What follows belongs to an exercise in optimizing a design on an open flow for small area, a short achievable clock period and few clock cycles per item; a production flow would make more cautious choices. At most, simulation tests tie the RTL to the original design; equivalence was not proved. Power is estimated from default activity; no workload was simulated.

==> flow/design.v <==
`timescale 1ns / 1ps
package uvt_pkg;
    localparam int CmdW    = 2;
    localparam int ValueW  = 32;
    localparam int StatusW = 2;
    localparam int FoundW  = 4;
    localparam int CountW  = 5;
    localparam int InDataW  = 40;
    localparam int OutDataW = 16;
    typedef enum logic [CmdW-1:0] {
        CMD_APPEND = 2'd0,
        CMD_POP    = 2'd1,
        CMD_LOCATE = 2'd2,
        CMD_REMOVE = 2'd3
    } uvt_cmd_t;
    typedef enum logic [StatusW-1:0] {
        STAT_OK        = 2'd0,
        STAT_NOT_FOUND = 2'd1,
        STAT_FULL      = 2'd2,
        STAT_EMPTY     = 2'd3
    } uvt_status_t;
    typedef enum logic [1:0] {
        ST_IDLE,
        ST_SCAN,
        ST_MOVE,
        ST_RESP
    } uvt_state_t;
endpackage
`timescale 1ns / 1ps
module uvt_ram #(
    parameter int WIDTH = 32,
    parameter int DEPTH = 16
) (
    input  logic                     aclk,
    input  logic [DEPTH-1:0]         we,      
    input  logic [WIDTH-1:0]         wdata,   
    input  logic [DEPTH-1:0]         lsel,    
    input  logic [WIDTH-1:0]         key,     
    output logic [DEPTH-1:0]         eq,      
    output logic [WIDTH-1:0]         rdata    
);
    logic [WIDTH-1:0] mem [DEPTH];
    always_ff @(posedge aclk) begin
        for (int j = 0; j < DEPTH; j++) begin
            if (we[j]) mem[j] <= wdata;
        end
    end
    always_comb begin
        rdata = '0;
        for (int j = 0; j < DEPTH; j++) begin
            eq[j] = (mem[j] == key);
            rdata = rdata | (mem[j] & {WIDTH{lsel[j]}});
        end
    end
endmodule
`timescale 1ns / 1ps
import uvt_pkg::*;
module unordered_value_table_unit #(
    parameter int DEPTH = 16
) (
    input  logic                aclk,
    input  logic                aresetn,
    input  logic                s_tvalid,
    output logic                s_tready,
    input  logic [uvt_pkg::InDataW-1:0]  s_tdata,
    output logic                m_tvalid,
    input  logic                m_tready,
    output logic [uvt_pkg::OutDataW-1:0] m_tdata
);
    localparam int AW = $clog2(DEPTH);
    localparam int CW = $clog2(DEPTH + 1);
    localparam int RW = StatusW + FoundW + CountW;
    logic              s_tready_reg;
    logic              e_valid;
    logic [CmdW-1:0]   e_cmd;
    logic [ValueW-1:0] e_val;
    logic [DEPTH-1:0]  e_eq;
    logic [DEPTH-1:0]  e_fix_sel;    
    logic              e_fix_val;    
    logic [CW-1:0]     cnt_reg;
    logic [DEPTH-1:0]  occ;
    logic [DEPTH-1:0]  last_sel;
    logic [1:0]        q_n;
    logic [RW-1:0]     q_head;
    logic [RW-1:0]     q_tail;
    logic              accept;
    logic              fire;
    logic              pop;
    logic [1:0]        q_n_next;
    logic              e_valid_next;
    assign accept = s_tvalid && s_tready_reg;
    assign fire   = e_valid && !q_n[1];
    assign pop    = q_n != 2'd0 && m_tready;
    assign q_n_next     = q_n - 2'(pop) + 2'(fire);
    assign e_valid_next = accept || (e_valid && !fire);
    assign s_tready = s_tready_reg;
    assign m_tvalid = q_n != 2'd0;
    assign m_tdata  = {{(OutDataW-RW){1'b0}}, q_head};
    logic [CmdW-1:0]   s_cmd;
    logic [ValueW-1:0] s_val;
    logic [DEPTH-1:0]  c_eq;
    logic              c_same;
    logic              c_last_eq;
    logic [ValueW-1:0] last_val;
    assign s_cmd     = s_tdata[CmdW-1:0];
    assign s_val     = s_tdata[CmdW+ValueW-1:CmdW];
    assign c_same    = s_val == e_val;
    assign c_last_eq = |(c_eq & last_sel);
    logic              is_app, is_pop, is_loc, is_rem;
    logic [DEPTH-1:0]  eq;
    logic [DEPTH-1:0]  hit;
    logic [DEPTH-1:0]  first;
    logic [DEPTH-1:0]  app_sel;
    logic [DEPTH-1:0]  we;
    logic [ValueW-1:0] wdata;
    logic              any_hit;
    logic [AW-1:0]     fidx;
    logic              empty, full;
    logic              grow, shrink;
    logic [CW-1:0]     cnt_next;
    logic [DEPTH-1:0]  occ_next;
    logic [DEPTH-1:0]  last_next;
    logic [StatusW-1:0] stat;
    logic [RW-1:0]     res;
    assign is_app = e_cmd == CMD_APPEND;
    assign is_pop = e_cmd == CMD_POP;
    assign is_loc = e_cmd == CMD_LOCATE;
    assign is_rem = e_cmd == CMD_REMOVE;
    assign empty  = !occ[0];
    assign full   = occ[DEPTH-1];
    always_comb begin
        eq = (e_eq & ~e_fix_sel) | (e_fix_sel & {DEPTH{e_fix_val}});
        hit = eq & occ;
        first = '0;
        fidx = '0;
        for (int j = DEPTH - 1; j >= 0; j--) begin
            if (hit[j]) begin
                first = '0;
                first[j] = 1'b1;
                fidx = AW'(j);
            end
        end
        any_hit = |hit;
        app_sel = {last_sel[DEPTH-2:0], empty};
    end
    assign wdata = is_rem ? last_val : e_val;
    assign we    = fire ? (is_app ? app_sel : is_rem ? first : '0) : '0;
    assign grow   = is_app && !full;
    assign shrink = (is_pop && !empty) || (is_rem && any_hit);
    always_comb begin
        cnt_next  = cnt_reg;
        occ_next  = occ;
        last_next = last_sel;
        if (grow) begin
            cnt_next  = cnt_reg + CW'(1);
            occ_next  = {occ[DEPTH-2:0], 1'b1};
            last_next = app_sel;
        end else if (shrink) begin
            cnt_next  = cnt_reg - CW'(1);
            occ_next  = {1'b0, occ[DEPTH-1:1]};
            last_next = {1'b0, last_sel[DEPTH-1:1]};
        end
    end
    always_comb begin
        if (is_app) stat = full ? STAT_FULL : STAT_OK;
        else if (empty) stat = STAT_EMPTY;
        else if (is_pop || any_hit) stat = STAT_OK;
        else stat = STAT_NOT_FOUND;
    end
    assign res = {cnt_next, (is_loc || is_rem) ? fidx : AW'(0), stat};
    uvt_ram #(
        .WIDTH(ValueW),
        .DEPTH(DEPTH)
    ) u_entries (
        .aclk  (aclk),
        .we    (we),
        .wdata (wdata),
        .lsel  (last_sel),
        .key   (s_val),
        .eq    (c_eq),
        .rdata (last_val)
    );
    always_ff @(posedge aclk) begin
        if (!aresetn) begin
            e_valid      <= 1'b0;
            s_tready_reg <= 1'b1;
            cnt_reg      <= '0;
            occ          <= '0;
            last_sel     <= '0;
            q_n          <= 2'd0;
        end else begin
            e_valid      <= e_valid_next;
            s_tready_reg <= !e_valid_next || !q_n_next[1];
            if (fire) begin
                cnt_reg  <= cnt_next;
                occ      <= occ_next;
                last_sel <= last_next;
            end
            q_n <= q_n_next;
        end
    end
    always_ff @(posedge aclk) begin
        if (accept) begin
            e_cmd     <= s_cmd;
            e_val     <= s_val;
            e_eq      <= c_eq;
            e_fix_sel <= we;
            e_fix_val <= is_app ? c_same : c_last_eq;
        end
        if (q_n == 2'd0 || (q_n == 2'd1 && pop)) begin
            if (fire) q_head <= res;
        end else if (q_n == 2'd2 && pop) begin
            q_head <= q_tail;
        end
        if (fire && q_n == 2'd1 && !pop) q_tail <= res;
    end
endmodule
export LEC_CHECK = 0
export CAP_MARGIN = 20
export CORE_MARGIN = 2
export CORE_UTILIZATION = 40
export PLACE_DENSITY = 0.6
export SETUP_SLACK_MARGIN = 2.0
export SLEW_MARGIN = 20
create_clock -name core_clock -period 5.0 [get_ports {aclk}]
run.sh (not shown) runs the stock make flow with config.mk's settings and CLKGATE_MAP_FILE= SYNTH_SCRIPT=/design/flow/synth_recipe.tcl, a recipe that flattens the netlist after the stock synthesis.
The first run finished with timing, DRC and antenna clean.
Rerun with:
--- a/flow/design.v
+++ b/flow/design.v
@@ -97,17 +97,15 @@
     assign m_tvalid = q_n != 2'd0;
     assign m_tdata  = {{(OutDataW-RW){1'b0}}, q_head};
     logic [CmdW-1:0]   s_cmd;
     logic [ValueW-1:0] s_val;
     logic [DEPTH-1:0]  c_eq;
-    logic              c_same;
-    logic              c_last_eq;
+    logic              c_fix_eq;
     logic [ValueW-1:0] last_val;
     assign s_cmd     = s_tdata[CmdW-1:0];
     assign s_val     = s_tdata[CmdW+ValueW-1:CmdW];
-    assign c_same    = s_val == e_val;
-    assign c_last_eq = |(c_eq & last_sel);
+    assign c_fix_eq  = s_val == wdata;
     logic              is_app, is_pop, is_loc, is_rem;
     logic [DEPTH-1:0]  eq;
     logic [DEPTH-1:0]  hit;
     logic [DEPTH-1:0]  first;
     logic [DEPTH-1:0]  app_sel;
@@ -203,11 +201,11 @@
         if (accept) begin
             e_cmd     <= s_cmd;
             e_val     <= s_val;
             e_eq      <= c_eq;
             e_fix_sel <= we;
-            e_fix_val <= is_app ? c_same : c_last_eq;
+            e_fix_val <= c_fix_eq;
         end
         if (q_n == 2'd0 || (q_n == 2'd1 && pop)) begin
             if (fire) q_head <= res;
         end else if (q_n == 2'd2 && pop) begin
             q_head <= q_tail;
=> The new run ran to the end with no violations. Worst setup slack improves by 0.059 ns. Fmax rises by 1.9%. Routed wire length increases by about 5%. Die area rises by about 0.64%. Sequential power drops by about 2%. Global-route usage climbs by 1.5 points. Synthesized cell count is about the same. Via count stays flat.
Testbench counts after the change, summed over its fixed seeds: cycles 12,016, items 12,000.
For the first run of this note, only the layout was checked, not whether the RTL still works.

==> afterwards: timing with drivers on the ports <==
The flow's constraints put no driver on any port. The routed layouts listed below were extracted and timed again, unchanged, in two steps.
Step 1 assumes that a clkbuf_16 drives the clock port and a buf_2 every other input.
Step 2, shift: input delay + t, output delay - t, t = (earliest + latest rising clock arrival at the registers) / 2. This alone moves slack from input paths to output paths.
a / b / c = no drivers / after step 1 / after step 2; a / b = the first two.
| run | t (ns) | slack for setup (ns) | clock arrival spread, ns | worst register clock-pin slew, ns |
|---|---|---|---|---|
| the first run | 0.687 | 1.813 / 1.863 / 1.176 | 0.039 / 0.040 | 0.07 / 0.07 |
| the second run | 0.694 | 1.872 / 1.902 / 1.219 | 0.030 / 0.030 | 0.07 / 0.07 |
After both steps setup and hold are still met in every run listed. The setup slack of the second run, which loses most, moves by +0.030 ns with the drivers and by -0.653 ns with both steps.
